From an optimization exercise on the open Yosys and OpenROAD flow, aimed at small area, a short achievable clock period and few clock cycles; shortcuts taken in it are not production practice.
Only simulation tests tie the RTL to the original design; equivalence was not proved.
Power and IR drop assume default switching activity.

Design median_filter_top, start of the top module:
module median_filter_top (
  input  logic   CLK,
  input  logic   RST,
  input  median_pkg::pixel_t din,
  input  logic   in_en,
  output logic   busy,
  output logic   out_valid,
  output median_pkg::pixel_t dout
);
==> flow/config.mk <==
export PLATFORM = sky130hd
export DESIGN_NAME = median_filter_top
export DESIGN_NICKNAME = median_filter_top
export VERILOG_FILES = /design/flow/design.v
export SDC_FILE = /design/flow/constraint.sdc
export NUM_CORES = 4
export LEC_CHECK = 0
export ABC_CLOCK_PERIOD_IN_PS = 2500
export CAP_MARGIN = 20
export CORE_MARGIN = 2
export CORE_UTILIZATION = 60
export PLACE_DENSITY = 0.7
export SETUP_SLACK_MARGIN = 4.2
export SLEW_MARGIN = 20
==> flow/constraint.sdc <==
create_clock -name core_clock -period 6.0 [get_ports {CLK}]
set_input_delay 1.2000 -clock core_clock [delete_from_list [all_inputs] [get_ports {CLK}]]
set_output_delay 1.2000 -clock core_clock [all_outputs]
set_load 0.01 [all_outputs]
run.sh (not shown) runs the stock make flow with config.mk's settings and CLKGATE_MAP_FILE= SYNTH_SCRIPT=/design/flow/synth_recipe.tcl, a recipe that flattens the netlist after the stock synthesis.
The baseline finished clean.
Testbench counts at the start, summed over its fixed seeds: cycles 8,360.
Then changed:
- ABC_CLOCK_PERIOD_IN_PS: 2500 -> unset
- CORE_UTILIZATION: 60 -> 55
- CTS_CLUSTER_DIAMETER: unset -> 50
- CTS_CLUSTER_SIZE: unset -> 25
- PLACE_DENSITY: 0.7 -> 0.65
- SETUP_SLACK_MARGIN: 4.2 -> 3.0
=>
- cell area came out lower by about 12%
- routed wire length is lower by about 19%
- die area went up by 8.8%
- critical path depth is unchanged
- clock skew barely changes
- clock power drops by 17%
- first-iteration DRC count stays the same
- sequential share of layout area is higher by 6.5 points
- worst setup slack is worse by 0.41 ns
- total power falls by 17%
- via count came out lower by 10%
Then changed:
- SETUP_SLACK_MARGIN: 3.0 -> 3.3
The new run produced a clean layout.
Worst setup slack gains 0.17 ns.
Power rose slightly.
Non-clock buffer count rose by 15.
Die area is unchanged.
Then changed:
==> flow/flow/run.sh (new file) <==
#!/bin/bash
# The standard layout (standard.sh), with two changes:
#  - the clock tree is built without dummy loads, from clkbuf_8 leaf
#    buffers over smaller sink clusters
#  - ports are buffered with a small buffer (every port still gets one)
set -euo pipefail
export CTS_ARGS="-sink_clustering_enable -repair_clock_nets -sink_clustering_size 18 -sink_clustering_max_diameter 40 -dont_use_dummy_load -root_buf sky130_fd_sc_hd__clkbuf_16 -buf_list sky130_fd_sc_hd__clkbuf_8"
export BUFFER_PORTS_ARGS="-buffer_cell sky130_fd_sc_hd__buf_2"
bash standard.sh finish > standard.log 2>&1
==> flow/standard.sh (new file) <==
#!/bin/bash
# synth_recipe.tcl (not shown) runs the flow's synth.tcl, then flattens the netlist and writes it again
# the make line also repeats each setting of config.mk as NAME=value (left out here)
make -C /OpenROAD-flow-scripts/flow DESIGN_CONFIG=/design/flow/config.mk WORK_HOME=/design/flow/orfs CLKGATE_MAP_FILE= SYNTH_SCRIPT=/design/flow/synth_recipe.tcl "${@:-finish}"
- CORE_UTILIZATION: 55 -> 65
- CTS_CLUSTER_DIAMETER: 50 -> unset
- CTS_CLUSTER_SIZE: 25 -> unset
- PLACE_DENSITY: 0.65 -> 0.75
- SETUP_SLACK_MARGIN: 3.3 -> 3.55
removed: flow/run.sh
Worst setup slack improves by 0.18 ns.
Routed wire length drops by 2.2%.
Power falls by 4.6%.
Non-clock buffer count goes up by 10.
Cell count shrinks by 3.7%.
Clock power falls by 32%.
Design area drops by 3.1%.
Sequential share of layout area grows by 2.0 points.
Then changed:
==> flow/flow/run.sh (replaced) <==
#!/bin/bash
# The standard layout (standard.sh), with two changes:
#  - the clock tree is built without dummy loads
#  - ports are buffered with a small buffer (every port still gets one)
set -euo pipefail
export CTS_ARGS="-sink_clustering_enable -repair_clock_nets -sink_clustering_size 25 -sink_clustering_max_diameter 50 -dont_use_dummy_load"
export BUFFER_PORTS_ARGS="-buffer_cell sky130_fd_sc_hd__buf_2"
bash standard.sh finish > standard.log 2>&1
- CORE_UTILIZATION: 65 -> 75
- PLACE_DENSITY: 0.75 -> 0.85
Routed wire length is higher by well over a third.
First-iteration DRC count rises by well over a third.
Global-route usage goes up by 10 points.
Area after synthesis is unchanged.
Worst setup slack loses 0.12 ns.
Clock-buffer cell count shrinks by 14.
Design area went up slightly.
Then changed:
==> flow/run.sh (new file) <==
#!/bin/bash
# synth_recipe.tcl (not shown) runs the flow's synth.tcl, then flattens the netlist and writes it again
# the make line also repeats each setting of config.mk as NAME=value (left out here)
make -C /OpenROAD-flow-scripts/flow DESIGN_CONFIG=/design/flow/config.mk WORK_HOME=/design/flow/orfs CLKGATE_MAP_FILE= SYNTH_SCRIPT=/design/flow/synth_recipe.tcl finish
- ABC_CLOCK_PERIOD_IN_PS: unset -> 2500
- CORE_UTILIZATION: 75 -> 55
- CTS_CLUSTER_DIAMETER: unset -> 50
- CTS_CLUSTER_SIZE: unset -> 25
- PLACE_DENSITY: 0.85 -> 0.65
- SETUP_SLACK_MARGIN: 3.55 -> 4.2
removed: flow/flow/run.sh
removed: flow/standard.sh
- The changed run ran to the end with no violations
- total power came out higher by 13%
- area after synthesis stays the same
- fmax increases by 6.2%
- utilization falls by 17 points
- die area went up by 35%
- wire length fell by 24%

## afterwards: timing with drivers on the ports
The results above use ideal ports. As a check the final layouts listed here were re-extracted and re-timed, cells and wires unchanged. Step 1, drivers: a clkbuf_16 drives CLK and a buf_2 each remaining input, both assumed. Step 2 also shifts input and output timing later by t, the mid clock arrival at the registers, as if the neighbouring blocks saw the same clock. a / b / c = ideal / step 1 / step 2; a / b = the first two.
run | t (ns) | slack for setup (ns) | cell pins on the clock port's net
the first run | 0.572 | 3.627 / 3.627 / 3.627 | 1
the second run | 0.607 | 3.219 / 3.219 / 3.032 | 1
the third run | 0.606 | 3.393 / 3.346 / 3.027 | 1
the fourth run | 0.513 | 3.569 / 3.569 / 3.329 | 1
the fifth run | 0.587 | 3.453 / 3.453 / 3.119 | 1
the sixth run | 0.617 | 3.602 / 3.602 / 3.602 | 1
After both steps setup and hold are still met in every run listed. The setup slack of the third run, which loses most, moves by -0.047 ns with the drivers and by -0.366 ns with both steps.
